From an optimization exercise on the open Yosys and OpenROAD flow, aimed at small area, a short achievable clock period and few clock cycles per item; shortcuts taken in it are not production practice. In this exercise RTL edits were held to simulation tests only and were not proved equivalent to the original.

Design rv_alu_mc, start of the top module:
module rv_alu_mc #(
    parameter int WIDTH    = 32,
    parameter bit ENABLE_M = 1'b1
) (
    input  logic             clk,
    input  logic             rst_n,
    input  logic             in_valid,
    output logic             in_ready,
    input  logic [6:0]       opcode,
    input  logic [2:0]       funct3,
    input  logic [6:0]       funct7,
    input  logic [WIDTH-1:0] op1,
    input  logic [WIDTH-1:0] op2,
    output logic             out_valid,
    input  logic             out_ready,
    output logic [WIDTH-1:0] rez,
    output logic             busy
);
    localparam int MND = 2;                           
    localparam int NCL = (17 + MND - 1) / MND;        
    localparam int NCS = (7 + MND - 1) / MND;         
    localparam int LW  = 2 * MND * NCL;               
    localparam int SB  = 2 * MND * NCS;               
    localparam int SW  = 33 + 2 * MND;                
    localparam int BW  = (LW > 32) ? LW : 32;
    localparam int K_ALU = 0, K_MUL = 1, K_NGA = 2, K_NGB = 3, K_DVN = 4, K_DIV = 5,
                   K_NGR = 6, K_NGQ = 7;
    localparam int O_ADD = 0, O_SUB = 1, O_SLT = 2, O_SLTU = 3, O_XOR = 4, O_OR = 5,
                   O_AND = 6, O_SLL = 7, O_SRL = 8, O_SRA = 9, O_PASS = 10;
    logic             s1_q, ov_q;
    logic [7:0]       kind_q, kind_d;
    logic [10:0]      aop_q;
    logic             t0_en_q, t1_en_q, t1_inv_q, t1_up_q, cin_q;
    logic             sa_q;             
    logic [MND-1:0]   one_q, two_q, ng_q, one_d, two_d, ng_d;   
    logic [4:0]       cnt_q;
    logic             last_q;
    logic             hi_q, short_q, rem_q, neg_q, dz_q, sb_q;
  ...
Settings: LEC_CHECK=0, ABC_AREA=1, CAP_MARGIN=30, CORE_MARGIN=2, CORE_UTILIZATION=40, SETUP_SLACK_MARGIN=3.3, SLEW_MARGIN=30; clock period 8.0 ns.
run.sh (not shown) runs the stock make flow with config.mk's settings and CLKGATE_MAP_FILE= SYNTH_SCRIPT=/design/flow/synth_recipe.tcl, a recipe that flattens the netlist after the stock synthesis.
The first run passed the timing, design-rule and antenna checks.
Testbench counts at the start, summed over its fixed seeds: cycles 48,965, items 16,000.
Rerun with:
==> flow/flow/run.sh (new file) <==
#!/bin/bash
# The standard layout (the standard.sh: standard synthesis, floorplan, placement, CTS,
# routing) with two changes:
#  - the buffer that placement puts on every input and output port is sky130_fd_sc_hd__buf_2
#    instead of the cell the resizer picks by default;
#  - timing repair aims at 3.3 ns of setup slack up to and including CTS, and at 3.0 ns in the
#    repair after global routing, which otherwise spends much area for little gain.
set -euo pipefail
export BUFFER_PORTS_ARGS="-buffer_cell sky130_fd_sc_hd__buf_2"
SETUP_SLACK_MARGIN=3.3 bash standard.sh cts > standard_to_cts.log 2>&1
SETUP_SLACK_MARGIN=3.0 bash standard.sh > standard_from_cts.log 2>&1
==> flow/standard.sh (new file) <==
#!/bin/bash
# synth_recipe.tcl (not shown) runs the flow's synth.tcl, then flattens the netlist and writes it again
# the make line also repeats each setting of config.mk as NAME=value (left out here)
make -C /OpenROAD-flow-scripts/flow DESIGN_CONFIG=/design/flow/config.mk WORK_HOME=/design/flow/orfs CLKGATE_MAP_FILE= SYNTH_SCRIPT=/design/flow/synth_recipe.tcl "${@:-finish}"
- SETUP_SLACK_MARGIN: 3.3 -> not set
removed: flow/run.sh
The new run finished with timing, DRC and antenna clean.
Non-clock buffer count decreases by 53.
Die area does not change.
Final cell count went down slightly.
Setup slack got worse by 0.13 ns.
Rerun with:
==> flow/flow/run.sh (replaced) <==
#!/bin/bash
# The standard layout (the standard.sh: standard synthesis, floorplan, placement, CTS,
# routing), with one change: the buffer that placement puts on every input and output port is
# sky130_fd_sc_hd__buf_2 instead of the cell the resizer picks by default.
set -euo pipefail
export BUFFER_PORTS_ARGS="-buffer_cell sky130_fd_sc_hd__buf_2"
bash standard.sh > standard.log 2>&1
- SETUP_SLACK_MARGIN: not set -> 3.3
Effect: The new run completed with no timing, DRC or antenna violations. Design area came out higher by 7.0%. Wire length rises by 2.2%. Register-to-register slack improved by 0.03 ns. Clock skew is about the same.
Rerun with:
==> flow/run.sh (new file) <==
#!/bin/bash
# synth_recipe.tcl (not shown) runs the flow's synth.tcl, then flattens the netlist and writes it again
# the make line also repeats each setting of config.mk as NAME=value (left out here)
make -C /OpenROAD-flow-scripts/flow DESIGN_CONFIG=/design/flow/config.mk WORK_HOME=/design/flow/orfs CLKGATE_MAP_FILE= SYNTH_SCRIPT=/design/flow/synth_recipe.tcl finish
- SETUP_SLACK_MARGIN: 3.3 -> 3.0
removed: flow/flow/run.sh
removed: flow/standard.sh
After rerunning:
- design area falls by a few percent
- via count falls by a few percent
- die area does not change
- synthesized cell count stays the same
- worst hold slack improved by 0.017 ns

==> what the ideal ports hide <==
How much do the figures lean on ideal ports? The routed layouts below were timed once more, with nothing changed but the port constraints. Step 1, drivers: a clkbuf_16 drives clk and a buf_2 each remaining input, both assumed. Step 2 also shifts input and output timing later by t, the mid clock arrival at the registers, as if the neighbouring blocks saw the same clock. Three values: no drivers, after step 1, after step 2; two values: the first two.
run | t (ns) | setup WS [ns] | worst setup path after step 2 | slew at the worst register clock pin (ns) | cell pins on the clock port's net
the first run | 0.583 | 3.125 / 3.125 / 2.880 | input to register | 0.09 / 0.09 | 1
the second run | 0.570 | 2.990 / 2.990 / 2.750 | input to register | 0.09 / 0.09 | 1
the third run | 0.568 | 3.017 / 3.017 / 2.824 | input to register | 0.09 / 0.09 | 1
the fourth run | 0.581 | 3.017 / 3.017 / 2.552 | input to register | 0.09 / 0.09 | 1
After both steps setup and hold are still met in every run listed. For the fourth run, which loses most, drivers alone change the setup slack by 0.000 ns; drivers and shift together by -0.465 ns.
